Background: an optimization exercise with open tools, aiming at small area and a short achievable clock period. Do not read the settings as production practice.
RTL that was checked went through simulation tests only; none was proved equivalent to the original.
Only the layout flow was run in run 2; the RTL was not checked for function there.
Power is estimated from default activity; no workload was simulated.

`flow/config.mk`:
```
export PLATFORM = sky130hd
export DESIGN_NAME = bombGameTop
export DESIGN_NICKNAME = bombGameTop
export VERILOG_FILES = /design/flow/design.v
export SDC_FILE = /design/flow/constraint.sdc
export NUM_CORES = 4
export LEC_CHECK = 0
export CAP_MARGIN = 20
export CORE_MARGIN = 2
export CORE_UTILIZATION = 40
export SLEW_MARGIN = 20
```
`flow/constraint.sdc`:
```
create_clock -name core_clock -period 14.0 [get_ports {DIV_CLK}]
set_input_delay 2.8000 -clock core_clock [delete_from_list [all_inputs] [get_ports {DIV_CLK}]]
set_output_delay 2.8000 -clock core_clock [all_outputs]
set_load 0.01 [all_outputs]
```
`flow/design.v`:
```
`default_nettype none
package bombPkg;
	typedef logic [10-1:0] coordT;
	function automatic logic geq(input coordT v, input coordT c);
		logic r;
		r = 1'b1;
		for (int i = 0; i < 10; i++)
			r = (v[i] & ~c[i]) | ((v[i] | ~c[i]) & r);
		geq = r;
	endfunction
	function automatic logic gt(input coordT v, input coordT c);
		logic r;
		r = 1'b0;
		for (int i = 0; i < 10; i++)
			r = (v[i] & ~c[i]) | ((v[i] | ~c[i]) & r);
		gt = r;
	endfunction
	function automatic logic inRange(input coordT v, input coordT lo, input coordT hi);
		inRange = geq(v, lo) && !gt(v, hi);
	endfunction
	function automatic logic inOpen(input coordT v, input coordT lo, input coordT hi);
		inOpen = gt(v, lo) && !geq(v, hi);
	endfunction
endpackage
`default_nettype wire
`default_nettype none
module joystickDecoder (
	input logic [9:0] stickX,
	input logic [9:0] stickY,
	output logic up,
	output logic down,
	output logic left,
	output logic right
);
	logic xCentred;
	logic yCentred;
	assign xCentred = bombPkg::inRange(stickX, 10'd300, 10'd700);
	assign yCentred = bombPkg::inRange(stickY, 10'd300, 10'd700);
	assign up = bombPkg::gt(stickY, 10'd700) && xCentred;
	assign down = !bombPkg::geq(stickY, 10'd300) && xCentred;
	assign left = !bombPkg::geq(stickX, 10'd300) && yCentred;
	assign right = bombPkg::gt(stickX, 10'd700) && yCentred;
endmodule
`default_nettype wire
`default_nettype none
module nearDiff #(
	parameter int K = 5
) (
	input logic [9:0] p,
	input logic [9:0] s,
	output logic near,
	output logic [K-1:0] d
);
	localparam int H = 10 - K;
	logic [H-1:0] pHi;
	logic [H-1:0] sHi;
	logic [H-1:0] pHiDec;
	logic [H-1:0] pHiInc;
	logic [K:0] low;
	assign pHi = p[9:K];
	assign sHi = s[9:K];
	assign pHiDec = pHi - 1'b1;
	assign pHiInc = pHi + 1'b1;
	assign low = {1'b0, p[K-1:0]} - {1'b0, s[K-1:0]};
	assign near = ((sHi == pHi) && (low[K] == low[K-1]))
		|| ((pHi != '0) && (sHi == pHiDec) && low[K] && !low[K-1])
		|| ((pHi != '1) && (sHi == pHiInc) && !low[K] && low[K-1]);
	assign d = low[K-1:0];
endmodule
module bombFuse (
	input logic DIV_CLK,
	input logic reset,
	input logic gameTick,
	input logic dropBomb,
	input logic [9:0] posX,
	input logic [8:0] posY,
	input logic [9:0] pixelX,
	input logic [9:0] pixelY,
	input logic [4:0] rowPix,
	input logic [4:0] colPix,
	input logic rowSpan,
	input logic colSpan,
	output logic bombHit,
	output logic blastHit
);
	logic [6:0] count;
	logic [9:0] bombX;
	logic [8:0] bombY;
	logic [9:0] by;
	logic idle;
	logic fuse;
	logic blast;
	assign idle = (count == 7'd0);
	assign blast = count[6] && count[5] && (count[4:0] != 5'd0);
	assign fuse = !idle && !blast;
	always_ff @(posedge DIV_CLK or posedge reset)
	begin
		if (reset)
			count <= 7'd0;
		else if (gameTick)
		begin
			if (idle)
				count <= dropBomb ? 7'd96 : 7'd0;
			else if (count == 7'd1)
				count <= 7'd96 + 7'd24;
			else if (count == 7'd96 + 7'd1)
				count <= 7'd0;
			else
				count <= count - 7'd1;
		end
	end
	always_ff @(posedge DIV_CLK)
	begin
		if (gameTick && idle && dropBomb)
		begin
			bombX <= posX;
			bombY <= posY;
		end
	end
	assign by = {1'b0, bombY};
	logic nearX;
	logic nearY;
	logic [4:0] dx;
	logic [4:0] dy;
	nearDiff #(.K(5)) nearDiffX_i (.p(pixelX), .s(bombX), .near(nearX), .d(dx));
	nearDiff #(.K(5)) nearDiffY_i (.p(pixelY), .s(by), .near(nearY), .d(dy));
	function automatic logic absLe(input logic [4:0] v, input int t);
		absLe = v[4] ? (v >= 5'(32 - t)) : (v <= 5'(t));
	endfunction
	logic disc;
	assign disc = nearX && nearY && (
		(absLe(dx, 14) && absLe(dy, 5))
		|| (absLe(dx, 13) && absLe(dy, 7))
		|| (absLe(dx, 12) && absLe(dy, 8))
		|| (absLe(dx, 11) && absLe(dy, 10))
		|| (absLe(dx, 10) && absLe(dy, 11))
		|| (absLe(dx, 8) && absLe(dy, 12))
		|| (absLe(dx, 7) && absLe(dy, 13))
		|| (absLe(dx, 5) && absLe(dy, 14)));
	assign bombHit = fuse && !count[3] && disc;
	logic [4:0] rowOn;
	logic [4:0] colOn;
	assign rowOn[0] = bombPkg::inRange(by, 10'd6, 10'd58);
	assign rowOn[1] = bombPkg::inRange(by, 10'd110, 10'd162);
	assign rowOn[2] = bombPkg::inRange(by, 10'd214, 10'd266);
	assign rowOn[3] = bombPkg::inRange(by, 10'd318, 10'd370);
	assign rowOn[4] = bombPkg::inRange(by, 10'd422, 10'd474);
	assign colOn[0] = bombPkg::inRange(bombX, 10'd5, 10'd75);
	assign colOn[1] = bombPkg::inRange(bombX, 10'd145, 10'd215);
	assign colOn[2] = bombPkg::inRange(bombX, 10'd285, 10'd355);
	assign colOn[3] = bombPkg::inRange(bombX, 10'd425, 10'd495);
	assign colOn[4] = bombPkg::inRange(bombX, 10'd565, 10'd635);
	assign blastHit = blast
		&& ((rowSpan && |(rowOn & rowPix)) || (colSpan && |(colOn & colPix)));
endmodule
`default_nettype wire
`default_nettype none
module playerUnit #(
	parameter int playerIndex = 0
) (
	input logic DIV_CLK,
	input logic reset,
	input logic gameTick,
	input logic up,
	input logic down,
	input logic left,
	input logic right,
	input logic dropBomb,
	input logic [9:0] pixelX,
	input logic [9:0] pixelY,
	input logic [4:0] rowPix,
	input logic [4:0] colPix,
	input logic rowSpan,
	input logic colSpan,
	output logic avatarHit,
	output logic bombHit,
	output logic blastHit
);
	localparam logic [9:0] START_X = (playerIndex == 0) ? 10'd10 : 10'd600;
	localparam logic [8:0] START_Y = (playerIndex == 0) ? 9'(10'd10) : 9'(10'd450);
	logic [9:0] posX;
	logic [8:0] posY;
	logic [9:0] py;
	assign py = {1'b0, posY};
	function automatic logic in3(input logic [9:0] v, input logic [9:0] lo);
		in3 = bombPkg::inRange(v, lo, lo + 10'd2);
	endfunction
	logic colAny;
	logic rowAny;
	assign colAny = bombPkg::inOpen(posX, 10'd55, 10'd165)
		|| bombPkg::inOpen(posX, 10'd195, 10'd305)
		|| bombPkg::inOpen(posX, 10'd335, 10'd445)
		|| bombPkg::inOpen(posX, 10'd475, 10'd585);
	assign rowAny = bombPkg::inOpen(py, 10'd38, 10'd130)
		|| bombPkg::inOpen(py, 10'd142, 10'd234)
		|| bombPkg::inOpen(py, 10'd246, 10'd338)
		|| bombPkg::inOpen(py, 10'd350, 10'd442);
	logic [8:0] candUp;
	logic [8:0] candDown;
	logic [9:0] candLeft;
	logic [9:0] candRight;
	always_comb
	begin
		candUp = posY - 9'd3;
		if (colAny)
		begin
			if (in3(py, 10'd131 - 10'd1)) candUp = 9'(10'd131);
			if (in3(py, 10'd235 - 10'd1)) candUp = 9'(10'd235);
			if (in3(py, 10'd339 - 10'd1)) candUp = 9'(10'd339);
			if (in3(py, 10'd443 - 10'd1)) candUp = 9'(10'd443);
		end
		candDown = posY + 9'd3;
		if (colAny)
		begin
			if (in3(py, 10'd37 - 10'd1)) candDown = 9'(10'd37);
			if (in3(py, 10'd141 - 10'd1)) candDown = 9'(10'd141);
			if (in3(py, 10'd245 - 10'd1)) candDown = 9'(10'd245);
			if (in3(py, 10'd349 - 10'd1)) candDown = 9'(10'd349);
		end
		candLeft = posX - 10'd3;
		if (rowAny)
		begin
			if (in3(posX, 10'd166 - 10'd1)) candLeft = 10'd166;
			if (in3(posX, 10'd306 - 10'd1)) candLeft = 10'd306;
			if (in3(posX, 10'd446 - 10'd1)) candLeft = 10'd446;
			if (in3(posX, 10'd586 - 10'd1)) candLeft = 10'd586;
		end
		candRight = posX + 10'd3;
		if (rowAny)
		begin
			if (in3(posX, 10'd54 - 10'd1)) candRight = 10'd54;
			if (in3(posX, 10'd194 - 10'd1)) candRight = 10'd194;
			if (in3(posX, 10'd334 - 10'd1)) candRight = 10'd334;
			if (in3(posX, 10'd474 - 10'd1)) candRight = 10'd474;
		end
	end
	logic xLow;
	logic xHigh;
	logic yLow;
	logic yHigh;
	logic outOfArena;
	logic [9:0] holdX;
	logic [8:0] holdY;
	assign xLow = !bombPkg::geq(posX, 10'd26);
	assign xHigh = bombPkg::gt(posX, 10'd614);
	assign yLow = !bombPkg::geq(py, 10'd27);
	assign yHigh = bombPkg::gt(py, 10'd453);
	assign outOfArena = xLow || xHigh || yLow || yHigh;
	assign holdX = xLow ? 10'd26 : xHigh ? 10'd614 : posX;
	assign holdY = yLow ? 9'(10'd27) : yHigh ? 9'(10'd453) : posY;
	logic [9:0] nextX;
	logic [8:0] nextY;
	assign nextX = (left && !outOfArena) ? candLeft
		: (right && !outOfArena) ? candRight : holdX;
	assign nextY = (up && !outOfArena) ? candUp
		: (down && !outOfArena) ? candDown : holdY;
	always_ff @(posedge DIV_CLK or posedge reset)
	begin
		if (reset)
		begin
			posX <= START_X;
			posY <= START_Y;
		end
		else if (gameTick)
		begin
			posX <= nextX;
			posY <= nextY;
		end
	end
	logic nearAX;
	logic nearAY;
	logic [5:0] ax;
	logic [5:0] ay;
	logic noWrap;
	nearDiff #(.K(6)) nearDiffX_i (.p(pixelX), .s(posX), .near(nearAX), .d(ax));
	nearDiff #(.K(6)) nearDiffY_i (.p(pixelY), .s(py), .near(nearAY), .d(ay));
	function automatic logic within20(input logic [5:0] v);
		within20 = v[5] ? (v >= 6'd44) : (v <= 6'd20);
	endfunction
	assign noWrap = (playerIndex != 0) || bombPkg::geq(posX, 10'd20);
	assign avatarHit = noWrap && nearAX && nearAY && within20(ax) && within20(ay);
	bombFuse bombFuse_i (
		.DIV_CLK(DIV_CLK),
		.reset(reset),
		.gameTick(gameTick),
		.dropBomb(dropBomb),
		.posX(posX),
		.posY(posY),
		.pixelX(pixelX),
		.pixelY(pixelY),
		.rowPix(rowPix),
		.colPix(colPix),
		.rowSpan(rowSpan),
		.colSpan(colSpan),
		.bombHit(bombHit),
		.blastHit(blastHit)
	);
endmodule
`default_nettype wire
`default_nettype none
module pixelMixer (
	input logic DIV_CLK,
	input logic reset,
	input logic [9:0] pixelX,
	input logic [9:0] pixelY,
	input logic pixelActive,
	input logic avatar0,
	input logic bomb0,
	input logic blast0,
	input logic avatar1,
	input logic bomb1,
	input logic blast1,
	output logic vgaR,
	output logic vgaG,
	output logic vgaB
);
	logic wall;
	logic blockCol;
	logic blockRow;
	logic red;
	logic green;
	logic blue;
	assign wall = !bombPkg::gt(pixelX, 10'd5) || bombPkg::geq(pixelX, 10'd640 - 10'd5)
		|| !bombPkg::gt(pixelY, 10'd6) || bombPkg::geq(pixelY, 10'd480 - 10'd6);
	assign blockCol = bombPkg::inRange(pixelX, 10'd75, 10'd145)
		|| bombPkg::inRange(pixelX, 10'd215, 10'd285)
		|| bombPkg::inRange(pixelX, 10'd355, 10'd425)
		|| bombPkg::inRange(pixelX, 10'd495, 10'd565);
	assign blockRow = bombPkg::inRange(pixelY, 10'd58, 10'd110)
		|| bombPkg::inRange(pixelY, 10'd162, 10'd214)
		|| bombPkg::inRange(pixelY, 10'd266, 10'd318)
		|| bombPkg::inRange(pixelY, 10'd370, 10'd422);
	assign red = avatar0 || avatar1 || bomb0 || blast0;
	assign green = avatar1 || wall || (blockCol && blockRow);
	assign blue = bomb0 || blast0 || bomb1 || blast1;
	always_ff @(posedge DIV_CLK or posedge reset)
	begin
		if (reset)
		begin
			vgaR <= 1'b0;
			vgaG <= 1'b0;
			vgaB <= 1'b0;
		end
		else
		begin
			vgaR <= red && pixelActive;
			vgaG <= green && pixelActive;
			vgaB <= blue && pixelActive;
		end
	end
endmodule
`default_nettype wire
`default_nettype none
module bombGameTop (
	input logic DIV_CLK,
	input logic reset,
	input logic gameTick,
	input logic [9:0] stick0X,
	input logic [9:0] stick0Y,
	input logic bomb0,
	input logic [9:0] stick1X,
	input logic [9:0] stick1Y,
	input logic bomb1,
	input logic [9:0] pixelX,
	input logic [9:0] pixelY,
	input logic pixelActive,
	output logic vgaR,
	output logic vgaG,
	output logic vgaB
);
	logic up0, down0, left0, right0;
	logic up1, down1, left1, right1;
	logic avatar0, bombHit0, blastHit0;
	logic avatar1, bombHit1, blastHit1;
	logic [4:0] rowPix;
	logic [4:0] colPix;
	logic rowSpan;
	logic colSpan;
	assign rowPix[0] = bombPkg::inRange(pixelY, 10'd10, 10'd54);
	assign rowPix[1] = bombPkg::inRange(pixelY, 10'd114, 10'd158);
	assign rowPix[2] = bombPkg::inRange(pixelY, 10'd218, 10'd262);
	assign rowPix[3] = bombPkg::inRange(pixelY, 10'd322, 10'd366);
	assign rowPix[4] = bombPkg::inRange(pixelY, 10'd426, 10'd470);
	assign colPix[0] = bombPkg::inRange(pixelX, 10'd9, 10'd69);
	assign colPix[1] = bombPkg::inRange(pixelX, 10'd149, 10'd211);
	assign colPix[2] = bombPkg::inRange(pixelX, 10'd289, 10'd351);
	assign colPix[3] = bombPkg::inRange(pixelX, 10'd429, 10'd491);
	assign colPix[4] = bombPkg::inRange(pixelX, 10'd569, 10'd631);
	assign rowSpan = bombPkg::inRange(pixelX, 10'd9, 10'd631);
	assign colSpan = bombPkg::inRange(pixelY, 10'd6, 10'd474);
	joystickDecoder joystickDecoder0_i (
		.stickX(stick0X),
		.stickY(stick0Y),
		.up(up0),
		.down(down0),
		.left(left0),
		.right(right0)
	);
	joystickDecoder joystickDecoder1_i (
		.stickX(stick1X),
		.stickY(stick1Y),
		.up(up1),
		.down(down1),
		.left(left1),
		.right(right1)
	);
	playerUnit #(
		.playerIndex(0)
	) playerUnit0_i (
		.DIV_CLK(DIV_CLK),
		.reset(reset),
		.gameTick(gameTick),
		.up(up0),
		.down(down0),
		.left(left0),
		.right(right0),
		.dropBomb(bomb0),
		.pixelX(pixelX),
		.pixelY(pixelY),
		.rowPix(rowPix),
		.colPix(colPix),
		.rowSpan(rowSpan),
		.colSpan(colSpan),
		.avatarHit(avatar0),
		.bombHit(bombHit0),
		.blastHit(blastHit0)
	);
	playerUnit #(
		.playerIndex(1)
	) playerUnit1_i (
		.DIV_CLK(DIV_CLK),
		.reset(reset),
		.gameTick(gameTick),
		.up(up1),
		.down(down1),
		.left(left1),
		.right(right1),
		.dropBomb(bomb1),
		.pixelX(pixelX),
		.pixelY(pixelY),
		.rowPix(rowPix),
		.colPix(colPix),
		.rowSpan(rowSpan),
		.colSpan(colSpan),
		.avatarHit(avatar1),
		.bombHit(bombHit1),
		.blastHit(blastHit1)
	);
	pixelMixer pixelMixer_i (
		.DIV_CLK(DIV_CLK),
		.reset(reset),
		.pixelX(pixelX),
		.pixelY(pixelY),
		.pixelActive(pixelActive),
		.avatar0(avatar0),
		.bomb0(bombHit0),
		.blast0(blastHit0),
		.avatar1(avatar1),
		.bomb1(bombHit1),
		.blast1(blastHit1),
		.vgaR(vgaR),
		.vgaG(vgaG),
		.vgaB(vgaB)
	);
endmodule
`default_nettype wire
```
`flow/flow/run.sh`:
```
#!/bin/bash
# Own layout flow. Synthesis is the standard synthesis script, run with
# an area-recovering ABC script (flow/abc.script in place of ORFS's
# abc_speed.script, in a private copy of ORFS's scripts folder), adders left
# to ABC (no Kogge-Stone map, no full-adder cells). Registers are mapped
# before ABC runs, so they are the standard synthesis's. Floorplan, power
# grid, tap cells, placement, CTS and routing are the standard flow,
# with the extra make variables in flow/vars.txt (one per line).
set -euo pipefail
WORK=$PWD
rm -rf "$WORK/synth_scripts"
cp -r "$FLOW_HOME/scripts" "$WORK/synth_scripts"
cp flow/abc.script "$WORK/synth_scripts/abc_speed.script"
bash standard.sh SCRIPTS_DIR="$WORK/synth_scripts" SYNTH_OPERATIONS_ARGS=-booth ADDER_MAP_FILE= synth > synth_flow.log 2>&1
VARS=()
if [[ -f flow/vars.txt ]]; then
	while read -r line; do
		[[ -n "$line" ]] && VARS+=("$line")
	done < flow/vars.txt
fi
bash standard.sh "${VARS[@]}" finish > layout_flow.log 2>&1
```
`flow/flow/abc.script`:
```
strash
&get -n
&fraig -x
&put
scorr
dc2
strash
&get -n
&dch -f
&nf -R 1000
&put
```
`flow/flow/vars.txt`:
```
SETUP_SLACK_MARGIN=9.5
BUFFER_PORTS_ARGS=-buffer_cell sky130_fd_sc_hd__buf_2
```
`flow/standard.sh`:
```
#!/bin/bash
# synth_recipe.tcl (not shown) runs the flow's synth.tcl, then flattens the netlist and writes it again
# the make line also repeats each setting of config.mk as NAME=value (left out here)
make -C /OpenROAD-flow-scripts/flow DESIGN_CONFIG=/design/flow/config.mk WORK_HOME=/design/flow/orfs CLKGATE_MAP_FILE= SYNTH_SCRIPT=/design/flow/synth_recipe.tcl "${@:-finish}"
```
==> flow_results.xml, run 1 <==
<?xml version="1.0" encoding="UTF-8"?>
<metrics>
  <group name="run">
    <metric name="timing.max_cap.violations" unit="">0</metric>
  </group>
  <group name="global_route">
    <metric name="grt_start_max_net_pins" unit="">56</metric>
    <metric name="grt.met1_usage" unit="%">36.4</metric>
    <metric name="globalRouteTotalUtil" unit="%">26.3</metric>
    <metric name="top_usage_layer" unit="">met2</metric>
    <metric name="grt_antenna_before_repair" unit="">0</metric>
    <metric name="grt_overflow" unit="">0</metric>
    <metric name="first_global_vias" unit="">10900</metric>
    <metric name="gr-usage-met2" unit="%">42.8</metric>
    <metric name="grt_pass1_wl" unit="mm">57.2</metric>
    <metric name="met3_usage" unit="%">2.60</metric>
  </group>
  <group name="routing">
    <metric name="detailed_router_s_first_iteration_violation_count" unit="">1357</metric>
    <metric name="antenna_left" unit="">0</metric>
    <metric name="drt_pre_antenna_iters" unit="">6</metric>
    <metric name="vias_per_cell" unit="">6.17</metric>
    <metric name="sum_of_routed_wire_length_over_all_layers" unit="mm">36.1</metric>
    <metric name="detail_route.wl_per_cell" unit="microns">18.6</metric>
    <metric name="vias" unit="">12000</metric>
    <metric name="remaining_drc_errors" unit="">0</metric>
  </group>
  <group name="yosys">
    <metric name="synth.ff_latch_count" unit="">93</metric>
    <metric name="synthesis.nets" unit="">1540</metric>
    <metric name="synth.avg_cell_area" unit="sq um">7.04</metric>
    <metric name="yosysTopAreaCellShare" unit="%">11.0</metric>
    <metric name="netlist_cell_types" unit="">56</metric>
    <metric name="post-synth-top-area-cell" unit="">sky130_fd_sc_hd__edfxtp_1</metric>
    <metric name="synthesis.area" unit="sq um">10400</metric>
    <metric name="register_area_share_after_synthesis" unit="%">24.4</metric>
    <metric name="yosysWarnings" unit="">6</metric>
    <metric name="async_flop_share" unit="%">59.1</metric>
    <metric name="netlist_instances" unit="">1474</metric>
    <metric name="synthFlopType" unit="">sky130_fd_sc_hd__dfrtp_1</metric>
    <metric name="synth_area_leaders" unit="">sky130_fd_sc_hd__edfxtp_1 (11%), sky130_fd_sc_hd__dfrtp_1 (10%), sky130_fd_sc_hd__xnor2_1 (8.9%)</metric>
    <metric name="synth_enable_flop_cells" unit="">38</metric>
  </group>
  <group name="critical_path">
    <metric name="path_class" unit="">input pin to register</metric>
    <metric name="worstPathArrival" unit="ns">5.22</metric>
    <metric name="slowest_delay" unit="ns">0.32</metric>
    <metric name="cp_cell_sequence" unit="">buf_12 &gt; xnor2_4 &gt; nand2_1 &gt; o21ai_2 &gt; maj3_2 &gt; o21ai_2 &gt; o21ai_4 &gt; xnor2_2 &gt; and2_4 &gt; nand2_2 &gt; nor2_1 &gt; nor4_1 &gt; a21oi_1 &gt; nand4_1 &gt; nor3_2 &gt; a211oi_4 &gt; a21oi_2 &gt; a21oi_1</metric>
    <metric name="cp_top_family" unit="">simple AND/OR/NAND/NOR gates</metric>
    <metric name="worstPathBufferInverterCount" unit="">1</metric>
    <metric name="timing.critical_path.fanout_max" unit="">6</metric>
    <metric name="start_kind" unit="">input pin</metric>
    <metric name="cp_slowest_cell" unit="">sky130_fd_sc_hd__maj3_2</metric>
    <metric name="required_time_of_the_critical_path" unit="ns">14.25</metric>
    <metric name="setup.worst_path.end_class" unit="">register</metric>
  </group>
  <group name="placed_design">
    <metric name="place_hpwl" unit="mm">26.2</metric>
    <metric name="place_worst_setup_slack" unit="ns">8.23</metric>
    <metric name="placement.io_buffers" unit="">68</metric>
    <metric name="gp_congestion" unit="">0.955</metric>
  </group>
  <group name="clocking">
    <metric name="numCtsBuffers" unit="">9</metric>
    <metric name="ctsLongestPathBuffers" unit="">2</metric>
    <metric name="clock_latency" unit="ns">0.37</metric>
    <metric name="clock_sink_count" unit="">93</metric>
    <metric name="ctsRootBufferMaster" unit="">sky130_fd_sc_hd__clkbuf_16</metric>
    <metric name="cts.clk_slew.worst_paths" unit="ns">0.07</metric>
    <metric name="cts_tree" unit="">yes</metric>
    <metric name="cts_max_level" unit="">3</metric>
  </group>
  <group name="power">
    <metric name="internal_power_contribution" unit="mW">1.03</metric>
    <metric name="sequentialPowerShare" unit="%">30.8</metric>
    <metric name="power_per_cell_area" unit="nW/um^2">168</metric>
    <metric name="power_switching" unit="mW">1.08</metric>
    <metric name="max-vdd-ir-drop" unit="V">0.0000853</metric>
    <metric name="static-leakage-power" unit="nW">4.51</metric>
    <metric name="clock_share_of_power" unit="%">12.8</metric>
    <metric name="p_sw_share" unit="%">51.1</metric>
    <metric name="power.share.combinational" unit="%">56.4</metric>
  </group>
  <group name="floorplan">
    <metric name="design.die.area" unit="sq um">27200</metric>
    <metric name="initial_utilization" unit="%">41.0</metric>
    <metric name="floorplan.die.width" unit="microns">165</metric>
    <metric name="ioPinCount" unit="">69</metric>
    <metric name="fp-row-count" unit="">58</metric>
    <metric name="dieHeight" unit="microns">165</metric>
    <metric name="core_region_area" unit="sq um">25300</metric>
  </group>
  <group name="cells_and_area">
    <metric name="drive_gt1_share" unit="%">16.5</metric>
    <metric name="area_growth" unit="%">21.6</metric>
    <metric name="nets" unit="">1671</metric>
    <metric name="antenna-diode-count" unit="">0</metric>
  </group>
  <group name="min_path">
    <metric name="min_path_type" unit="">register to register</metric>
  </group>
  <group name="sta">
    <metric name="fin_crit_sh" unit="%">35.5</metric>
    <metric name="setup_violations" unit="">0</metric>
    <metric name="min_period" unit="ns">4.97</metric>
    <metric name="max_freq" unit="MHz">201</metric>
    <metric name="max-slew-margin-rel" unit="%">44.2</metric>
    <metric name="setup_total_negative_slack" unit="ns">0</metric>
    <metric name="tightest_slew" unit="ns">0.832</metric>
    <metric name="slew_viol_final" unit="">0</metric>
    <metric name="fin_worst_hold_slack" unit="ns">0.530</metric>
    <metric name="final.setup_skew" unit="ns">0.0112</metric>
    <metric name="hold_violations_final" unit="">0</metric>
    <metric name="grt_setup_unrepaired" unit="">yes</metric>
    <metric name="worst_slack" unit="ns">9.03</metric>
  </group>
  <group name="outcome">
    <metric name="run_status" unit="">no timing/DRC/antenna violations</metric>
  </group>
</metrics>
tightest hold or removal path, delay by kind of cell, from the launching register on:
kind / cells / cell delay [ns]
AND/OR/NAND/NOR: 2 / 0.10
flip-flops: 1 / 0.39
cell usage in the layout, fill, tap and decap left out, types with 12 or more instances in the layout:
cell type                    n
sky130_fd_sc_hd__and2_0     12
sky130_fd_sc_hd__buf_4      52
sky130_fd_sc_hd__nand2_1   195
sky130_fd_sc_hd__buf_2      57
sky130_fd_sc_hd__o21ai_0   123
sky130_fd_sc_hd__nand2b_1   25
sky130_fd_sc_hd__nand3_1    53
sky130_fd_sc_hd__nor2b_1    23
sky130_fd_sc_hd__dfstp_2    12
sky130_fd_sc_hd__xor2_1     55
sky130_fd_sc_hd__dfrtp_1    43
sky130_fd_sc_hd__nor3_1     68
sky130_fd_sc_hd__a211oi_1   18
sky130_fd_sc_hd__nor2_1    151
sky130_fd_sc_hd__o21ai_2    15
sky130_fd_sc_hd__edfxtp_1   38
sky130_fd_sc_hd__nor4_1     28
sky130_fd_sc_hd__xnor2_1    92
sky130_fd_sc_hd__or3_1      17
sky130_fd_sc_hd__nand2_2    12
sky130_fd_sc_hd__a21oi_1   128
sky130_fd_sc_hd__clkinv_1   34
sky130_fd_sc_hd__o211ai_1   15
sky130_fd_sc_hd__nand4_1    31
sky130_fd_sc_hd__a31oi_1    35
synthesized netlist by cell type, types with 12 or more instances:
| cell type | number |
|---|---|
| sky130_fd_sc_hd__o21ai_0 | 150 |
| sky130_fd_sc_hd__dfstp_2 | 12 |
| sky130_fd_sc_hd__and2_0 | 17 |
| sky130_fd_sc_hd__o211ai_1 | 15 |
| sky130_fd_sc_hd__a21oi_1 | 133 |
| sky130_fd_sc_hd__edfxtp_1 | 38 |
| sky130_fd_sc_hd__clkinv_1 | 45 |
| sky130_fd_sc_hd__nand2b_1 | 29 |
| sky130_fd_sc_hd__nor2b_1 | 28 |
| sky130_fd_sc_hd__nand2_1 | 208 |
| sky130_fd_sc_hd__nor4_1 | 30 |
| sky130_fd_sc_hd__o31ai_1 | 12 |
| sky130_fd_sc_hd__a211oi_1 | 19 |
| sky130_fd_sc_hd__nor2_1 | 155 |
| sky130_fd_sc_hd__xor2_1 | 59 |
| sky130_fd_sc_hd__xnor2_1 | 105 |
| sky130_fd_sc_hd__nand3_1 | 54 |
| sky130_fd_sc_hd__dfrtp_1 | 43 |
| sky130_fd_sc_hd__or3_1 | 17 |
| sky130_fd_sc_hd__a31oi_1 | 37 |
| sky130_fd_sc_hd__o21bai_1 | 12 |
| sky130_fd_sc_hd__nand4_1 | 31 |
| sky130_fd_sc_hd__nor3_1 | 77 |
per-layer routing:
layer	up-vias	wire length (microns)	part of all wire (%)
met2	465	16600	46
met3	71	2140	5.9
met4	0	958	2.7
li1	5768	-	-
met1	5666	16400	45
met5	-	0	0
per-stage QoR:
stage	util, %	cells	power, mW	area [sq um]
2_1_floorplan	-	1474	1.39	10600
3_3_place_gp	44.9	1875	1.71	11400
3_5_place_dp	44.9	1875	1.71	11400
4_1_cts	48.7	1927	2.06	12300
5_1_grt	49.8	1940	2.29	12600
6_report	49.8	1940	2.12	12600
worst paths after layout:
check,endpoint,startpoint,depth (start not counted),slack (ns)
worst max-delay path,pixelMixer_i.vgaB$_DFF_PP0_,pixelY[1],18,9.03
worst min-delay path,playerUnit0_i.bombFuse_i.count[4]$_DFFE_PP0P_,playerUnit0_i.bombFuse_i.count[4]$_DFFE_PP0P_,2,0.53
worst max register to register,playerUnit1_i.posX[1]$_DFFE_PP0P_,playerUnit1_i.posY[5]$_DFFE_PP0P_,10,10.43
worst min register to register,playerUnit0_i.bombFuse_i.count[4]$_DFFE_PP0P_,playerUnit0_i.bombFuse_i.count[4]$_DFFE_PP0P_,2,0.53
max in group asynchronous,playerUnit0_i.bombFuse_i.count[3]$_DFFE_PP0P_,reset,3,10.84
min in group asynchronous,playerUnit0_i.posY[4]$_DFFE_PP0P_,reset,3,2.66
power groups by stage:
stage	combinational [mW]	sequential (mW)	clock [mW]
after global placement	1.06	0.649	0
after global routing	1.33	0.674	0.287
after CTS	1.14	0.645	0.278
after floorplan	0.843	0.545	0
after detailed placement	1.06	0.648	0
final	1.19	0.652	0.271
timing repair:
item | 4_1_cts | 5_1_grt
setup endpoints to repair | 25 | 28
gates cloned | 1 | 0
hold buffers | 0 | 0
buffers inserted | 35 | 13
resized for setup | 90 | 46
pin swaps | 34 | 24
cell type report:
cell class	count	area [sq um]
Clock inverter	7	88.8
Tap cell	330	413
Clock buffer	9	225
Multi-Input combinational cell	1337	8330
Inverter	45	204
Timing Repair Buffer	119	823
Fill cell	2578	12700
Sequential cell	93	2530
kinds of logic after synthesis:
family          share of synthesized area (%)
simple gates                             32.2
xor+xnor                                 13.8
fa+ha+maj                               0.579
mux                                    0.0965
compound gates                           27.2
flops                                    24.4
buf+inv                                  1.63
state kept, by name, indices dropped and copies added, names as in the netlist:
name,count
playerUnit1_i.bombFuse_i.count,7
playerUnit1_i.posX,10
playerUnit1_i.bombFuse_i.bombY,9
pixelMixer_i.vgaG,1
pixelMixer_i.vgaR,1
pixelMixer_i.vgaB,1
playerUnit1_i.bombFuse_i.bombX,10
playerUnit0_i.bombFuse_i.count,7
playerUnit0_i.bombFuse_i.bombX,10
playerUnit0_i.bombFuse_i.bombY,9
playerUnit0_i.posY,9
playerUnit0_i.posX,10
playerUnit1_i.posY,9
==> run 2, diff against run 1 <==
--- a/flow/design.v
+++ b/flow/design.v
@@ -182,9 +182,6 @@
 	logic [8:0] posY;
 	logic [9:0] py;
 	assign py = {1'b0, posY};
-	function automatic logic in3(input logic [9:0] v, input logic [9:0] lo);
-		in3 = bombPkg::inRange(v, lo, lo + 10'd2);
-	endfunction
 	logic colAny;
 	logic rowAny;
 	assign colAny = bombPkg::inOpen(posX, 10'd55, 10'd165)
@@ -195,65 +192,109 @@
 		|| bombPkg::inOpen(py, 10'd142, 10'd234)
 		|| bombPkg::inOpen(py, 10'd246, 10'd338)
 		|| bombPkg::inOpen(py, 10'd350, 10'd442);
-	logic [8:0] candUp;
-	logic [8:0] candDown;
-	logic [9:0] candLeft;
-	logic [9:0] candRight;
-	always_comb
-	begin
-		candUp = posY - 9'd3;
-		if (colAny)
-		begin
-			if (in3(py, 10'd131 - 10'd1)) candUp = 9'(10'd131);
-			if (in3(py, 10'd235 - 10'd1)) candUp = 9'(10'd235);
-			if (in3(py, 10'd339 - 10'd1)) candUp = 9'(10'd339);
-			if (in3(py, 10'd443 - 10'd1)) candUp = 9'(10'd443);
-		end
-		candDown = posY + 9'd3;
-		if (colAny)
-		begin
-			if (in3(py, 10'd37 - 10'd1)) candDown = 9'(10'd37);
-			if (in3(py, 10'd141 - 10'd1)) candDown = 9'(10'd141);
-			if (in3(py, 10'd245 - 10'd1)) candDown = 9'(10'd245);
-			if (in3(py, 10'd349 - 10'd1)) candDown = 9'(10'd349);
-		end
-		candLeft = posX - 10'd3;
-		if (rowAny)
-		begin
-			if (in3(posX, 10'd166 - 10'd1)) candLeft = 10'd166;
-			if (in3(posX, 10'd306 - 10'd1)) candLeft = 10'd306;
-			if (in3(posX, 10'd446 - 10'd1)) candLeft = 10'd446;
-			if (in3(posX, 10'd586 - 10'd1)) candLeft = 10'd586;
-		end
-		candRight = posX + 10'd3;
-		if (rowAny)
-		begin
-			if (in3(posX, 10'd54 - 10'd1)) candRight = 10'd54;
-			if (in3(posX, 10'd194 - 10'd1)) candRight = 10'd194;
-			if (in3(posX, 10'd334 - 10'd1)) candRight = 10'd334;
-			if (in3(posX, 10'd474 - 10'd1)) candRight = 10'd474;
-		end
-	end
+	function automatic logic near3(input logic [9:0] v, input logic [9:0] t);
+		near3 = bombPkg::inRange(v, t - 10'd1, t + 10'd1);
+	endfunction
+	logic blockLeft;
+	logic blockRight;
+	logic blockUp;
+	logic blockDown;
+	logic [2:0] snapLeft;
+	logic [2:0] snapRight;
+	assign blockLeft = rowAny && (near3(posX, 10'd166) || near3(posX, 10'd306)
+		|| near3(posX, 10'd446) || near3(posX, 10'd586));
+	assign blockRight = rowAny && (near3(posX, 10'd54) || near3(posX, 10'd194)
+		|| near3(posX, 10'd334) || near3(posX, 10'd474));
+	assign blockUp = colAny && (near3(py, 10'd131) || near3(py, 10'd235)
+		|| near3(py, 10'd339) || near3(py, 10'd443));
+	assign blockDown = colAny && (near3(py, 10'd37) || near3(py, 10'd141)
+		|| near3(py, 10'd245) || near3(py, 10'd349));
+	assign snapLeft = (near3(posX, 10'd166) ? 3'(10'd166) : 3'd0)
+		| (near3(posX, 10'd306) ? 3'(10'd306) : 3'd0)
+		| (near3(posX, 10'd446) ? 3'(10'd446) : 3'd0)
+		| (near3(posX, 10'd586) ? 3'(10'd586) : 3'd0);
+	assign snapRight = (near3(posX, 10'd54) ? 3'(10'd54) : 3'd0)
+		| (near3(posX, 10'd194) ? 3'(10'd194) : 3'd0)
+		| (near3(posX, 10'd334) ? 3'(10'd334) : 3'd0)
+		| (near3(posX, 10'd474) ? 3'(10'd474) : 3'd0);
 	logic xLow;
 	logic xHigh;
 	logic yLow;
 	logic yHigh;
 	logic outOfArena;
-	logic [9:0] holdX;
-	logic [8:0] holdY;
+	logic atStart;
 	assign xLow = !bombPkg::geq(posX, 10'd26);
 	assign xHigh = bombPkg::gt(posX, 10'd614);
 	assign yLow = !bombPkg::geq(py, 10'd27);
 	assign yHigh = bombPkg::gt(py, 10'd453);
 	assign outOfArena = xLow || xHigh || yLow || yHigh;
-	assign holdX = xLow ? 10'd26 : xHigh ? 10'd614 : posX;
-	assign holdY = yLow ? 9'(10'd27) : yHigh ? 9'(10'd453) : posY;
+	assign atStart = (playerIndex == 0) && !bombPkg::geq(posX, 10'd20);
+	logic [2:0] deltaX;
+	logic [2:0] deltaY;
+	logic [2:0] snapUp;
+	logic [2:0] snapDown;
+	assign snapUp = 3'(10'd131);
+	assign snapDown = 3'(10'd37);
+	always_comb
+	begin
+		deltaX = 3'd0;
+		deltaY = 3'd0;
+		if (gameTick)
+		begin
+			if (outOfArena)
+			begin
+				if (xLow)
+					deltaX = 3'(10'd26) - posX[2:0];
+				else if (xHigh)
+					deltaX = 3'(10'd614) - posX[2:0];
+				if (yLow)
+					deltaY = 3'(10'd27) - posY[2:0];
+				else if (yHigh)
+					deltaY = 3'(10'd453) - posY[2:0];
+			end
+			else if (left)
+				deltaX = blockLeft ? snapLeft - posX[2:0] : -3'd3;
+			else if (right)
+				deltaX = blockRight ? snapRight - posX[2:0] : 3'd3;
+			else if (up)
+				deltaY = blockUp ? snapUp - posY[2:0] : -3'd3;
+			else if (down)
+				deltaY = blockDown ? snapDown - posY[2:0] : 3'd3;
+		end
+	end
+	logic [3:0] sumX;
+	logic [3:0] sumY;
 	logic [9:0] nextX;
 	logic [8:0] nextY;
-	assign nextX = (left && !outOfArena) ? candLeft
-		: (right && !outOfArena) ? candRight : holdX;
-	assign nextY = (up && !outOfArena) ? candUp
-		: (down && !outOfArena) ? candDown : holdY;
+	assign sumX = {2'b00, posX[1:0]} + {deltaX[2], deltaX};
+	assign sumY = {2'b00, posY[1:0]} + {deltaY[2], deltaY};
+	logic [7:0] hiX;
+	logic [6:0] hiY;
+	assign hiX = posX[9:2];
+	assign hiY = posY[8:2];
+	always_comb
+	begin
+		nextX[1:0] = sumX[1:0];
+		nextY[1:0] = sumY[1:0];
+		if (gameTick && atStart)
+		begin
+			nextX[9:2] = 8'(10'd26 >> 2);
+			nextY[8:2] = 7'(10'd27 >> 2);
+		end
+		else
+		begin
+			case (sumX[3:2])
+				2'b01: nextX[9:2] = hiX + 8'd1;
+				2'b11: nextX[9:2] = hiX - 8'd1;
+				default: nextX[9:2] = hiX;
+			endcase
+			case (sumY[3:2])
+				2'b01: nextY[8:2] = hiY + 7'd1;
+				2'b11: nextY[8:2] = hiY - 7'd1;
+				default: nextY[8:2] = hiY;
+			endcase
+		end
+	end
 	always_ff @(posedge DIV_CLK or posedge reset)
 	begin
 		if (reset)
@@ -261,7 +302,7 @@
 			posX <= START_X;
 			posY <= START_Y;
 		end
-		else if (gameTick)
+		else
 		begin
 			posX <= nextX;
 			posY <= nextY;
==> flow/flow/abc.script (replaced) <==
strash
&get -n
&fraig -x
&put
scorr
dc2
strash
&get -n
&dch -f
&nf -R 1000
&put
buffer -c
topo
stime -c
upsize -c
dnsize -c
==> flow/flow/vars.txt (replaced) <==
SETUP_SLACK_MARGIN=9
BUFFER_PORTS_ARGS=-buffer_cell sky130_fd_sc_hd__buf_2
==> run 2 against run 1 <==
Net effect: combinational power increased by 43%; sequential power increased by 4.8%; critical endpoint is now playerUnit1_i.posX[8]$_DFFE_PP0P_; first-iteration DRC count decreased by 10%; clock power decreased by 8.5%; largest cell class unchanged; utilization decreased by 1.0 points; final area increased by 3.6%; setup slack got worse by 1.3 ns; sequential share of layout area decreased by 0.70 points.
==> flow_results.xml, run 2 <==
<?xml version="1.0" encoding="UTF-8"?>
<metrics>
  <group name="outcome">
    <metric name="run_status" unit="">no timing/DRC/antenna violations</metric>
  </group>
  <group name="cells_and_area">
    <metric name="layout_commonest_cell" unit="">sky130_fd_sc_hd__nand2_1</metric>
    <metric name="area_growth" unit="%">20.3</metric>
    <metric name="drive_gt1_share" unit="%">22.6</metric>
    <metric name="commonest_non_fill_non_tap_cells_in_the_layout" unit="">sky130_fd_sc_hd__nand2_1 (155), sky130_fd_sc_hd__nor2_1 (154), sky130_fd_sc_hd__xnor2_1 (115), sky130_fd_sc_hd__a21oi_1 (92), sky130_fd_sc_hd__o21ai_0 (81)</metric>
    <metric name="finalInstanceArea" unit="sq um">13100</metric>
    <metric name="final.fill_count" unit="">2586</metric>
    <metric name="nets" unit="">1652</metric>
    <metric name="antenna-diode-count" unit="">0</metric>
  </group>
  <group name="min_path">
    <metric name="min_path_type" unit="">register to register</metric>
    <metric name="hold_depth" unit="">2</metric>
  </group>
  <group name="sta">
    <metric name="slew_viol_final" unit="">0</metric>
    <metric name="fin_crit_sh" unit="%">44.8</metric>
    <metric name="final.setup_skew" unit="ns">0.0106</metric>
    <metric name="max_freq" unit="MHz">159</metric>
    <metric name="hold_violations_final" unit="">0</metric>
    <metric name="setup_total_negative_slack" unit="ns">0</metric>
    <metric name="min_period" unit="ns">6.28</metric>
    <metric name="tightest_slew" unit="ns">0.833</metric>
    <metric name="grt_setup_unrepaired" unit="">yes</metric>
    <metric name="max-slew-margin-rel" unit="%">44.4</metric>
    <metric name="setup_violations" unit="">0</metric>
  </group>
  <group name="yosys">
    <metric name="synthMuxAreaShare" unit="%">0.495</metric>
    <metric name="synthXorXnorAreaFrac" unit="%">16.1</metric>
    <metric name="synthesis.area" unit="sq um">10900</metric>
    <metric name="netlist_instances" unit="">1509</metric>
    <metric name="synth.ff_latch_count" unit="">93</metric>
    <metric name="synth_compound_area_share" unit="%">23.8</metric>
    <metric name="yosysWarnings" unit="">6</metric>
    <metric name="synthesis.nets" unit="">1575</metric>
    <metric name="synth_enable_flop_cells" unit="">38</metric>
    <metric name="register_area_share_after_synthesis" unit="%">23.3</metric>
    <metric name="largest_family_of_logic_cells_by_synthesized_area" unit="">simple AND/OR/NAND/NOR gates</metric>
    <metric name="synth_fa_ha_area_share" unit="%">1.85</metric>
    <metric name="post-synth-top-area-cell" unit="">sky130_fd_sc_hd__xnor2_1</metric>
    <metric name="yosysTopAreaCellShare" unit="%">10.6</metric>
    <metric name="yosys.cell_count.top_type" unit="">sky130_fd_sc_hd__nor2_1</metric>
    <metric name="ys_top_cells_by_count" unit="">sky130_fd_sc_hd__nor2_1 (168), sky130_fd_sc_hd__nand2_1 (166), sky130_fd_sc_hd__xnor2_1 (132), sky130_fd_sc_hd__o21ai_0 (106), sky130_fd_sc_hd__a21oi_1 (102)</metric>
    <metric name="async_flop_share" unit="%">59.1</metric>
    <metric name="synthFlopType" unit="">sky130_fd_sc_hd__dfrtp_1</metric>
    <metric name="synthSimpleGateAreaFrac" unit="%">29.1</metric>
    <metric name="netlist_cell_types" unit="">86</metric>
    <metric name="synth.avg_cell_area" unit="sq um">7.20</metric>
    <metric name="synth_area_leaders" unit="">sky130_fd_sc_hd__xnor2_1 (11%), sky130_fd_sc_hd__edfxtp_1 (10%), sky130_fd_sc_hd__dfrtp_1 (9.9%)</metric>
  </group>
  <group name="global_route">
    <metric name="grt_start_max_net_pins" unit="">56</metric>
    <metric name="first_global_vias" unit="">10600</metric>
    <metric name="grt_pass1_wl" unit="mm">54.3</metric>
    <metric name="grt_antenna_before_repair" unit="">1</metric>
    <metric name="globalRouteTotalUtil" unit="%">23.3</metric>
    <metric name="grt_overflow" unit="">0</metric>
  </group>
  <group name="critical_path">
    <metric name="cp_slowest_cell" unit="">sky130_fd_sc_hd__or4_4</metric>
    <metric name="start_kind" unit="">input pin</metric>
    <metric name="cp_common_cell" unit="">sky130_fd_sc_hd__maj3_2</metric>
    <metric name="cp_top_family" unit="">simple AND/OR/NAND/NOR gates</metric>
    <metric name="path_class" unit="">input pin to register</metric>
    <metric name="cp_cell_sequence" unit="">buf_2 &gt; o21ai_2 &gt; o21bai_1 &gt; a21oi_2 &gt; nor2b_2 &gt; or2_4 &gt; or4_4 &gt; inv_2 &gt; o32ai_1 &gt; nand2_1 &gt; nand3_2 &gt; xnor2_2 &gt; nor2_4 &gt; nor4_4 &gt; maj3_2 &gt; maj3_2 &gt; maj3_2 &gt; o21a_1 &gt; nor2_2 &gt; buf_4 &gt; buf_4 &gt; o21a_1 &gt; o31ai_1</metric>
    <metric name="worst_r2r_path_depth" unit="">20</metric>
    <metric name="worstPathArrival" unit="ns">6.52</metric>
    <metric name="slowest_delay" unit="ns">0.51</metric>
    <metric name="setup.worst_path.end_class" unit="">register</metric>
    <metric name="required_time_of_the_critical_path" unit="ns">14.24</metric>
    <metric name="timing.critical_path.fanout_max" unit="">4</metric>
    <metric name="cp.depth" unit="">23</metric>
    <metric name="worstPathBufferInverterCount" unit="">4</metric>
  </group>
  <group name="power">
    <metric name="power_per_cell_area" unit="nW/um^2">201</metric>
    <metric name="max-vdd-ir-drop" unit="V">0.000106</metric>
    <metric name="static-leakage-power" unit="nW">4.86</metric>
  </group>
  <group name="floorplan">
    <metric name="fp-row-count" unit="">60</metric>
    <metric name="floorplan.die.width" unit="microns">169</metric>
    <metric name="design.die.area" unit="sq um">28500</metric>
    <metric name="core_region_area" unit="sq um">26800</metric>
    <metric name="initial_utilization" unit="%">40.6</metric>
    <metric name="ioPinCount" unit="">69</metric>
    <metric name="dieHeight" unit="microns">169</metric>
  </group>
  <group name="routing">
    <metric name="drt_pre_antenna_iters" unit="">5</metric>
    <metric name="remaining_drc_errors" unit="">0</metric>
    <metric name="vias_per_cell" unit="">6.04</metric>
    <metric name="detailed_router_s_first_iteration_violation_count" unit="">1220</metric>
    <metric name="detail_route.wl_per_cell" unit="microns">17.4</metric>
    <metric name="vias" unit="">11700</metric>
    <metric name="sum_of_routed_wire_length_over_all_layers" unit="mm">33.7</metric>
    <metric name="antenna_left" unit="">0</metric>
  </group>
  <group name="clocking">
    <metric name="ctsRootBufferMaster" unit="">sky130_fd_sc_hd__clkbuf_16</metric>
    <metric name="clock_latency" unit="ns">0.36</metric>
    <metric name="numCtsBuffers" unit="">9</metric>
    <metric name="ctsLongestPathBuffers" unit="">2</metric>
    <metric name="clock_sink_count" unit="">93</metric>
    <metric name="cts_max_level" unit="">3</metric>
    <metric name="cts_tree" unit="">yes</metric>
    <metric name="cts.clk_slew.worst_paths" unit="ns">0.07</metric>
  </group>
  <group name="placed_design">
    <metric name="placement.io_buffers" unit="">68</metric>
    <metric name="place_hpwl" unit="mm">23.2</metric>
    <metric name="placed_area" unit="sq um">11500</metric>
    <metric name="gp_congestion" unit="">0.936</metric>
  </group>
  <group name="run">
    <metric name="timing.max_cap.violations" unit="">0</metric>
  </group>
</metrics>
## run 2: cell types whose count changed after synthesis, sizes merged, moves of 13 or more
cell	delta
clkinv	-44
a21oi	-28
nand2	-39
buf	+37
maj3	+13
inv	+48
xnor2	+28
clkbuf	+59
o21ai	-35
nor2	+16
nor3	-23
## run 2: layout make-up
class                   instances  area (sq um)  area share [%]
clock buffers                   9           225            1.72
clock inverters                 7          66.3           0.507
inverters                      49           219            1.67
multi-input cells            1272          8430            64.4
flip-flops and latches         93          2530            19.4
well taps                     341           427            3.26
repair buffers                161          1180            9.02
## run 2: repair_timing
item / 4_1_cts / 5_1_grt
resized for setup: 79 / 52
pin swaps: 63 / 47
cloned: 1 / 0
buffers inserted: 75 / 16
hold buffers: 0 / 0
endpoints found under the setup margin: 31 / 34
## run 2: path summary, 6_finish.rpt
path	to	from	slack (ns)
max	playerUnit1_i.posX[8]$_DFFE_PP0P_	stick1Y[0]	7.72
min	playerUnit0_i.bombFuse_i.count[3]$_DFFE_PP0P_	playerUnit0_i.bombFuse_i.count[3]$_DFFE_PP0P_	0.55
max reg2reg	playerUnit0_i.posX[7]$_DFFE_PP0P_	playerUnit0_i.posY[2]$_DFFE_PP0P_	8.96
min reg2reg	playerUnit0_i.bombFuse_i.count[3]$_DFFE_PP0P_	playerUnit0_i.bombFuse_i.count[3]$_DFFE_PP0P_	0.55
max in group asynchronous	playerUnit1_i.posY[3]$_DFFE_PP0P_	reset	10.82
min in group asynchronous	playerUnit0_i.posX[4]$_DFFE_PP0P_	reset	2.63
## run 2: routing by layer
layer  vias to the layer above  global-route usage (%)  wire [microns]
met5                         -                       0              11
met4                         2                    8.17             796
met3                        67                    2.53            2150
met2                       471                    39.0           16000
met1                      5547                    31.3           14800
li1                       5590                       -               -
## run 2: stage by stage
step / util, % / power [mW] / setup WS, ns / instances / hold WS [ns]
final: 48.8 / 2.63 / 7.72 / 1932 / 0.552
after global routing: 48.8 / 2.85 / 7.47 / 1932 / 0.589
after CTS: 47.4 / 2.51 / 7.75 / 1916 / 0.552
after detailed placement: 42.9 / 2.02 / 7.01 / 1824 / 0.534
after global placement: 42.9 / 2.00 / 7.15 / 1824 / 0.531
after floorplan: - / 1.77 / 7.65 / 1509 / 0.420
## run 2: worst reg2reg max path: stages (launching register included)
cell and delay [ns]:
sky130_fd_sc_hd__dfrtp_1 0.82, sky130_fd_sc_hd__o21ai_0 0.21, sky130_fd_sc_hd__a211o_1 0.34, sky130_fd_sc_hd__a32oi_1 0.16, sky130_fd_sc_hd__a21oi_1 0.09, sky130_fd_sc_hd__a311oi_1 0.50
sky130_fd_sc_hd__nand2b_1 0.21, sky130_fd_sc_hd__o21ai_0 0.08, sky130_fd_sc_hd__a21oi_1 0.19, sky130_fd_sc_hd__o211ai_1 0.13, sky130_fd_sc_hd__or2_4 0.28, sky130_fd_sc_hd__maj3_2 0.37
sky130_fd_sc_hd__nand2_8 0.11, sky130_fd_sc_hd__inv_8 0.04, sky130_fd_sc_hd__maj3_2 0.32, sky130_fd_sc_hd__maj3_2 0.33, sky130_fd_sc_hd__o21ai_2 0.07, sky130_fd_sc_hd__o21ai_2 0.09
sky130_fd_sc_hd__or3_1 0.34, sky130_fd_sc_hd__a21oi_2 0.15, sky130_fd_sc_hd__xor2_1 0.15
## run 2: power by group
group / leakage (nW) / switching (mW) / internal (mW)
Clock: 0.138 / 0.123 / 0.125
Sequential: 0.982 / 0.285 / 0.398
Combinational: 3.74 / 0.887 / 0.810
## run 2: cell families (layout without fill, tap and decap cells)
kind of cell,Yosys count,in the layout
and+or+nand+nor,641,642
xor gates and xnor gates,199,199
AOI/OAI and AO/OA,407,407
adders and majority gates,19,19
muxes,5,5
DFF,93,93
buffers and inverters,145,226
==> run 3, diff against run 2 <==
--- a/flow/design.v
+++ b/flow/design.v
@@ -182,119 +182,98 @@
 	logic [8:0] posY;
 	logic [9:0] py;
 	assign py = {1'b0, posY};
+	function automatic logic ge(input logic [9:0] v, input logic [9:0] c);
+		ge = bombPkg::geq(v, c);
+	endfunction
 	logic colAny;
 	logic rowAny;
-	assign colAny = bombPkg::inOpen(posX, 10'd55, 10'd165)
-		|| bombPkg::inOpen(posX, 10'd195, 10'd305)
-		|| bombPkg::inOpen(posX, 10'd335, 10'd445)
-		|| bombPkg::inOpen(posX, 10'd475, 10'd585);
-	assign rowAny = bombPkg::inOpen(py, 10'd38, 10'd130)
-		|| bombPkg::inOpen(py, 10'd142, 10'd234)
-		|| bombPkg::inOpen(py, 10'd246, 10'd338)
-		|| bombPkg::inOpen(py, 10'd350, 10'd442);
-	function automatic logic near3(input logic [9:0] v, input logic [9:0] t);
-		near3 = bombPkg::inRange(v, t - 10'd1, t + 10'd1);
-	endfunction
-	logic blockLeft;
-	logic blockRight;
-	logic blockUp;
-	logic blockDown;
-	logic [2:0] snapLeft;
-	logic [2:0] snapRight;
-	assign blockLeft = rowAny && (near3(posX, 10'd166) || near3(posX, 10'd306)
-		|| near3(posX, 10'd446) || near3(posX, 10'd586));
-	assign blockRight = rowAny && (near3(posX, 10'd54) || near3(posX, 10'd194)
-		|| near3(posX, 10'd334) || near3(posX, 10'd474));
-	assign blockUp = colAny && (near3(py, 10'd131) || near3(py, 10'd235)
-		|| near3(py, 10'd339) || near3(py, 10'd443));
-	assign blockDown = colAny && (near3(py, 10'd37) || near3(py, 10'd141)
-		|| near3(py, 10'd245) || near3(py, 10'd349));
-	assign snapLeft = (near3(posX, 10'd166) ? 3'(10'd166) : 3'd0)
-		| (near3(posX, 10'd306) ? 3'(10'd306) : 3'd0)
-		| (near3(posX, 10'd446) ? 3'(10'd446) : 3'd0)
-		| (near3(posX, 10'd586) ? 3'(10'd586) : 3'd0);
-	assign snapRight = (near3(posX, 10'd54) ? 3'(10'd54) : 3'd0)
-		| (near3(posX, 10'd194) ? 3'(10'd194) : 3'd0)
-		| (near3(posX, 10'd334) ? 3'(10'd334) : 3'd0)
-		| (near3(posX, 10'd474) ? 3'(10'd474) : 3'd0);
-	logic xLow;
-	logic xHigh;
-	logic yLow;
-	logic yHigh;
-	logic outOfArena;
-	logic atStart;
-	assign xLow = !bombPkg::geq(posX, 10'd26);
-	assign xHigh = bombPkg::gt(posX, 10'd614);
-	assign yLow = !bombPkg::geq(py, 10'd27);
-	assign yHigh = bombPkg::gt(py, 10'd453);
-	assign outOfArena = xLow || xHigh || yLow || yHigh;
-	assign atStart = (playerIndex == 0) && !bombPkg::geq(posX, 10'd20);
-	logic [2:0] deltaX;
-	logic [2:0] deltaY;
-	logic [2:0] snapUp;
-	logic [2:0] snapDown;
-	assign snapUp = 3'(10'd131);
-	assign snapDown = 3'(10'd37);
+	assign colAny = (ge(posX, 10'd55 + 10'd1) && !ge(posX, 10'd165))
+		|| (ge(posX, 10'd195 + 10'd1) && !ge(posX, 10'd305))
+		|| (ge(posX, 10'd335 + 10'd1) && !ge(posX, 10'd445))
+		|| (ge(posX, 10'd475 + 10'd1) && !ge(posX, 10'd585));
+	assign rowAny = (ge(py, 10'd38 + 10'd1) && !ge(py, 10'd130))
+		|| (ge(py, 10'd142 + 10'd1) && !ge(py, 10'd234))
+		|| (ge(py, 10'd246 + 10'd1) && !ge(py, 10'd338))
+		|| (ge(py, 10'd350 + 10'd1) && !ge(py, 10'd442));
+	logic [3:0] winLeft;
+	logic [3:0] winRight;
+	logic [3:0] winUp;
+	logic [3:0] winDown;
+	assign winLeft[0] = ge(posX, 10'd165) && !ge(posX, 10'd165 + 10'd3);
+	assign winLeft[1] = ge(posX, 10'd305) && !ge(posX, 10'd305 + 10'd3);
+	assign winLeft[2] = ge(posX, 10'd445) && !ge(posX, 10'd445 + 10'd3);
+	assign winLeft[3] = ge(posX, 10'd585) && !ge(posX, 10'd585 + 10'd3);
+	assign winRight[0] = ge(posX, 10'd55 - 10'd2) && !ge(posX, 10'd55 + 10'd1);
+	assign winRight[1] = ge(posX, 10'd195 - 10'd2) && !ge(posX, 10'd195 + 10'd1);
+	assign winRight[2] = ge(posX, 10'd335 - 10'd2) && !ge(posX, 10'd335 + 10'd1);
+	assign winRight[3] = ge(posX, 10'd475 - 10'd2) && !ge(posX, 10'd475 + 10'd1);
+	assign winUp[0] = ge(py, 10'd130) && !ge(py, 10'd130 + 10'd3);
+	assign winUp[1] = ge(py, 10'd234) && !ge(py, 10'd234 + 10'd3);
+	assign winUp[2] = ge(py, 10'd338) && !ge(py, 10'd338 + 10'd3);
+	assign winUp[3] = ge(py, 10'd442) && !ge(py, 10'd442 + 10'd3);
+	assign winDown[0] = ge(py, 10'd38 - 10'd2) && !ge(py, 10'd38 + 10'd1);
+	assign winDown[1] = ge(py, 10'd142 - 10'd2) && !ge(py, 10'd142 + 10'd1);
+	assign winDown[2] = ge(py, 10'd246 - 10'd2) && !ge(py, 10'd246 + 10'd1);
+	assign winDown[3] = ge(py, 10'd350 - 10'd2) && !ge(py, 10'd350 + 10'd1);
+	logic [8:0] candUp;
+	logic [8:0] candDown;
+	logic [9:0] candLeft;
+	logic [9:0] candRight;
 	always_comb
 	begin
-		deltaX = 3'd0;
-		deltaY = 3'd0;
-		if (gameTick)
-		begin
-			if (outOfArena)
-			begin
-				if (xLow)
-					deltaX = 3'(10'd26) - posX[2:0];
-				else if (xHigh)
-					deltaX = 3'(10'd614) - posX[2:0];
-				if (yLow)
-					deltaY = 3'(10'd27) - posY[2:0];
-				else if (yHigh)
-					deltaY = 3'(10'd453) - posY[2:0];
-			end
-			else if (left)
-				deltaX = blockLeft ? snapLeft - posX[2:0] : -3'd3;
-			else if (right)
-				deltaX = blockRight ? snapRight - posX[2:0] : 3'd3;
-			else if (up)
-				deltaY = blockUp ? snapUp - posY[2:0] : -3'd3;
-			else if (down)
-				deltaY = blockDown ? snapDown - posY[2:0] : 3'd3;
+		candUp = posY - 9'd3;
+		if (colAny)
+		begin
+			if (winUp[0]) candUp = 9'(10'd131);
+			if (winUp[1]) candUp = 9'(10'd235);
+			if (winUp[2]) candUp = 9'(10'd339);
+			if (winUp[3]) candUp = 9'(10'd443);
 		end
-	end
-	logic [3:0] sumX;
-	logic [3:0] sumY;
-	logic [9:0] nextX;
-	logic [8:0] nextY;
-	assign sumX = {2'b00, posX[1:0]} + {deltaX[2], deltaX};
-	assign sumY = {2'b00, posY[1:0]} + {deltaY[2], deltaY};
-	logic [7:0] hiX;
-	logic [6:0] hiY;
-	assign hiX = posX[9:2];
-	assign hiY = posY[8:2];
-	always_comb
-	begin
-		nextX[1:0] = sumX[1:0];
-		nextY[1:0] = sumY[1:0];
-		if (gameTick && atStart)
+		candDown = posY + 9'd3;
+		if (colAny)
+		begin
+			if (winDown[0]) candDown = 9'(10'd37);
+			if (winDown[1]) candDown = 9'(10'd141);
+			if (winDown[2]) candDown = 9'(10'd245);
+			if (winDown[3]) candDown = 9'(10'd349);
+		end
+		candLeft = posX - 10'd3;
+		if (rowAny)
 		begin
-			nextX[9:2] = 8'(10'd26 >> 2);
-			nextY[8:2] = 7'(10'd27 >> 2);
+			if (winLeft[0]) candLeft = 10'd166;
+			if (winLeft[1]) candLeft = 10'd306;
+			if (winLeft[2]) candLeft = 10'd446;
+			if (winLeft[3]) candLeft = 10'd586;
 		end
-		else
+		candRight = posX + 10'd3;
+		if (rowAny)
 		begin
-			case (sumX[3:2])
-				2'b01: nextX[9:2] = hiX + 8'd1;
-				2'b11: nextX[9:2] = hiX - 8'd1;
-				default: nextX[9:2] = hiX;
-			endcase
-			case (sumY[3:2])
-				2'b01: nextY[8:2] = hiY + 7'd1;
-				2'b11: nextY[8:2] = hiY - 7'd1;
-				default: nextY[8:2] = hiY;
-			endcase
+			if (winRight[0]) candRight = 10'd54;
+			if (winRight[1]) candRight = 10'd194;
+			if (winRight[2]) candRight = 10'd334;
+			if (winRight[3]) candRight = 10'd474;
 		end
 	end
+	logic xLow;
+	logic xHigh;
+	logic yLow;
+	logic yHigh;
+	logic outOfArena;
+	logic [9:0] holdX;
+	logic [8:0] holdY;
+	assign xLow = !ge(posX, 10'd26);
+	assign xHigh = ge(posX, 10'd614 + 10'd1);
+	assign yLow = !ge(py, 10'd27);
+	assign yHigh = ge(py, 10'd453 + 10'd1);
+	assign outOfArena = xLow || xHigh || yLow || yHigh;
+	assign holdX = xLow ? 10'd26 : xHigh ? 10'd614 : posX;
+	assign holdY = yLow ? 9'(10'd27) : yHigh ? 9'(10'd453) : posY;
+	logic [9:0] nextX;
+	logic [8:0] nextY;
+	assign nextX = (left && !outOfArena) ? candLeft
+		: (right && !outOfArena) ? candRight : holdX;
+	assign nextY = (up && !outOfArena) ? candUp
+		: (down && !outOfArena) ? candDown : holdY;
 	always_ff @(posedge DIV_CLK or posedge reset)
 	begin
 		if (reset)
@@ -302,7 +281,7 @@
 			posX <= START_X;
 			posY <= START_Y;
 		end
-		else
+		else if (gameTick)
 		begin
 			posX <= nextX;
 			posY <= nextY;
==> flow/flow/abc.script (replaced) <==
strash
&get -n
&fraig -x
&put
scorr
dc2
strash
&get -n
&dch -f
&nf -R 1000
&put
==> flow/flow/vars.txt (replaced) <==
SETUP_SLACK_MARGIN=9.5
BUFFER_PORTS_ARGS=-buffer_cell sky130_fd_sc_hd__buf_2
==> run 3 against run 2 <==
Net effect: still clean; power shrank 21%; largest power group unchanged; critical path type unchanged; sequential power shrank 6.6%; setup slack gained 1.5 ns; largest cell class unchanged.
==> flow_results.xml, run 3 <==
<?xml version="1.0" encoding="UTF-8"?>
<metrics>
  <group name="outcome">
    <metric name="run_status" unit="">no timing/DRC/antenna violations</metric>
  </group>
  <group name="cells_and_area">
    <metric name="commonest_non_fill_non_tap_cells_in_the_layout" unit="">sky130_fd_sc_hd__nand2_1 (182), sky130_fd_sc_hd__nor2_1 (164), sky130_fd_sc_hd__o21ai_0 (112), sky130_fd_sc_hd__a21oi_1 (98), sky130_fd_sc_hd__xnor2_1 (87)</metric>
    <metric name="area_growth" unit="%">24.3</metric>
  </group>
  <group name="floorplan">
    <metric name="core_region_area" unit="sq um">25300</metric>
    <metric name="fp-row-count" unit="">58</metric>
  </group>
  <group name="power">
    <metric name="power_switching" unit="mW">1.07</metric>
    <metric name="power_per_cell_area" unit="nW/um^2">161</metric>
    <metric name="power.share.combinational" unit="%">57.2</metric>
    <metric name="p_sw_share" unit="%">51.4</metric>
  </group>
  <group name="critical_path">
    <metric name="start_kind" unit="">input pin</metric>
    <metric name="rr_startpoint" unit="">playerUnit0_i.posX[1]$_DFFE_PP1P_</metric>
    <metric name="crit_start" unit="">pixelY[1]</metric>
    <metric name="required_time_of_the_critical_path" unit="ns">14.28</metric>
    <metric name="worstPathArrival" unit="ns">5.09</metric>
    <metric name="timing.critical_path.fanout_max" unit="">5</metric>
  </group>
  <group name="yosys">
    <metric name="synth_area_leaders" unit="">sky130_fd_sc_hd__edfxtp_1 (11%), sky130_fd_sc_hd__dfrtp_1 (10%), sky130_fd_sc_hd__xnor2_1 (9.0%)</metric>
    <metric name="synth_enable_flop_cells" unit="">38</metric>
    <metric name="post-synth-top-area-cell" unit="">sky130_fd_sc_hd__edfxtp_1</metric>
    <metric name="register_area_share_after_synthesis" unit="%">24.5</metric>
    <metric name="ys_top_cells_by_count" unit="">sky130_fd_sc_hd__nand2_1 (194), sky130_fd_sc_hd__nor2_1 (174), sky130_fd_sc_hd__o21ai_0 (143), sky130_fd_sc_hd__a21oi_1 (106), sky130_fd_sc_hd__xnor2_1 (106)</metric>
    <metric name="netlist_instances" unit="">1447</metric>
    <metric name="yosys.cell_count.top_type" unit="">sky130_fd_sc_hd__nand2_1</metric>
    <metric name="synthesis.nets" unit="">1513</metric>
  </group>
  <group name="routing">
    <metric name="detailed_router_s_first_iteration_violation_count" unit="">1154</metric>
    <metric name="drt_pre_antenna_iters" unit="">5</metric>
    <metric name="antenna_left" unit="">0</metric>
  </group>
  <group name="sta">
    <metric name="setup_violations" unit="">0</metric>
    <metric name="setup_total_negative_slack" unit="ns">0</metric>
  </group>
  <group name="clocking">
    <metric name="cts.clk_slew.worst_paths" unit="ns">0.07</metric>
    <metric name="cts_hold_buf" unit="">0</metric>
    <metric name="cts_max_level" unit="">3</metric>
    <metric name="clock_sink_count" unit="">93</metric>
  </group>
  <group name="global_route">
    <metric name="grt_pass1_wl" unit="mm">57.2</metric>
    <metric name="grt_antenna_before_repair" unit="">1</metric>
  </group>
</metrics>
## run 3: cell count changes after synthesis, sizes merged, moves of 27 or more
cell    before  now
xnor2      133  106
inv         48    0
clkinv       1   30
o21ai      115  143
buf         37    0
clkbuf      59    0
## run 3: area by class of cell
type,instances,area (sq um)
tap,330,413
multi-input combinational,1328,8580
clock buffer,9,225
clock inverter,7,65.1
sequential,93,2530
fill,2533,12400
inverter,30,144
timing repair buffer,124,897
## run 3: layer usage
metal | global-route usage, % | vias up | wire (microns)
met4 | 10.6 | 0 | 1070
met2 | 43.1 | 515 | 16700
li1 | - | 5756 | -
met5 | 0 | - | 0
met1 | 35.6 | 5670 | 15900
met3 | 3.37 | 80 | 2540
## run 3: kinds of logic (layout without fill, tap and decap cells)
| kind of cell | after synthesis | in the layout | share of synthesized area (%) |
|---|---|---|---|
| fa+ha+maj | 4 | 4 | 0.387 |
| compound gates | 470 | 474 | 28.4 |
| simple gates | 689 | 689 | 32.0 |
| xor+xnor | 159 | 159 | 13.5 |
| buf+inv | 30 | 170 | 1.09 |
| mux | 2 | 2 | 0.194 |
| flops | 93 | 93 | 24.5 |
## run 3: path summary, 6_finish.rpt
path,slack (ns),depth (start not counted),to
setup / recovery,9.20,14,pixelMixer_i.vgaR$_DFF_PP0_
hold / removal,0.52,2,playerUnit0_i.bombFuse_i.count[4]$_DFFE_PP0P_
setup reg to reg,10.25,15,playerUnit0_i.posY[2]$_DFFE_PP0P_
hold reg to reg,0.52,2,playerUnit0_i.bombFuse_i.count[4]$_DFFE_PP0P_
max in group asynchronous,10.83,3,pixelMixer_i.vgaG$_DFF_PP0_
min in group asynchronous,2.65,3,playerUnit0_i.posY[8]$_DFFE_PP0P_
## run 3: what timing repair did
item,CTS,global route
pin swaps,35,30
setup endpoints to repair,27,33
gates cloned,2,3
resized for setup,95,54
buffers inserted,29,25
## run 3: worst max-delay path, cell delays in order
cell and delay [ns]:
sky130_fd_sc_hd__buf_16 0.13, sky130_fd_sc_hd__clkinv_8 0.06, sky130_fd_sc_hd__nor2_4 0.03, sky130_fd_sc_hd__o21bai_4 0.18
sky130_fd_sc_hd__nand2_2 0.06, sky130_fd_sc_hd__o21ai_2 0.07, sky130_fd_sc_hd__o21ai_2 0.23, sky130_fd_sc_hd__maj3_2 0.27
sky130_fd_sc_hd__nand3_2 0.11, sky130_fd_sc_hd__o41ai_2 0.41, sky130_fd_sc_hd__a41oi_2 0.09, sky130_fd_sc_hd__a2111oi_2 0.36
sky130_fd_sc_hd__a21oi_1 0.13, sky130_fd_sc_hd__a21oi_1 0.14
## run 3: power by group through the flow
stage	sequential [mW]	clock [mW]	combinational, mW
finish	0.638	0.249	1.19
global route	0.653	0.266	1.31
CTS	0.622	0.255	1.10
detailed placement	0.625	0	1.01
global placement	0.626	0	1.01
floorplan	0.527	0	0.809
## run 3: stage by stage
stage,cells,instance area (sq um),total power [mW],worst slack (ns)
2_1_floorplan,1447,10700,1.34,9.19
3_3_place_gp,1846,11400,1.64,8.50
3_5_place_dp,1846,11400,1.64,8.46
4_1_cts,1893,12300,1.97,9.23
5_1_grt,1921,12900,2.23,9.03
6_report,1921,12900,2.07,9.20

## afterwards: timing with drivers on the ports
The results above use ideal ports. As a check the final layouts listed here were re-extracted and re-timed, cells and wires unchanged. Step 1, drivers: a clkbuf_16 drives DIV_CLK and a buf_2 each remaining input, both assumed. Step 2, shift: input delay + t, output delay - t, t = (earliest + latest rising clock arrival at the registers) / 2. This alone moves slack from input paths to output paths. Slacks: ideal / step 1 / step 2; pairs: ideal / step 1.
run	shift t [ns]	slack for setup (ns)
run 1	0.405	9.026 / 9.024 / 8.618
run 2	0.403	7.724 / 7.750 / 7.347
run 3	0.406	9.198 / 9.145 / 8.739
After both steps every run listed still meets setup and hold.
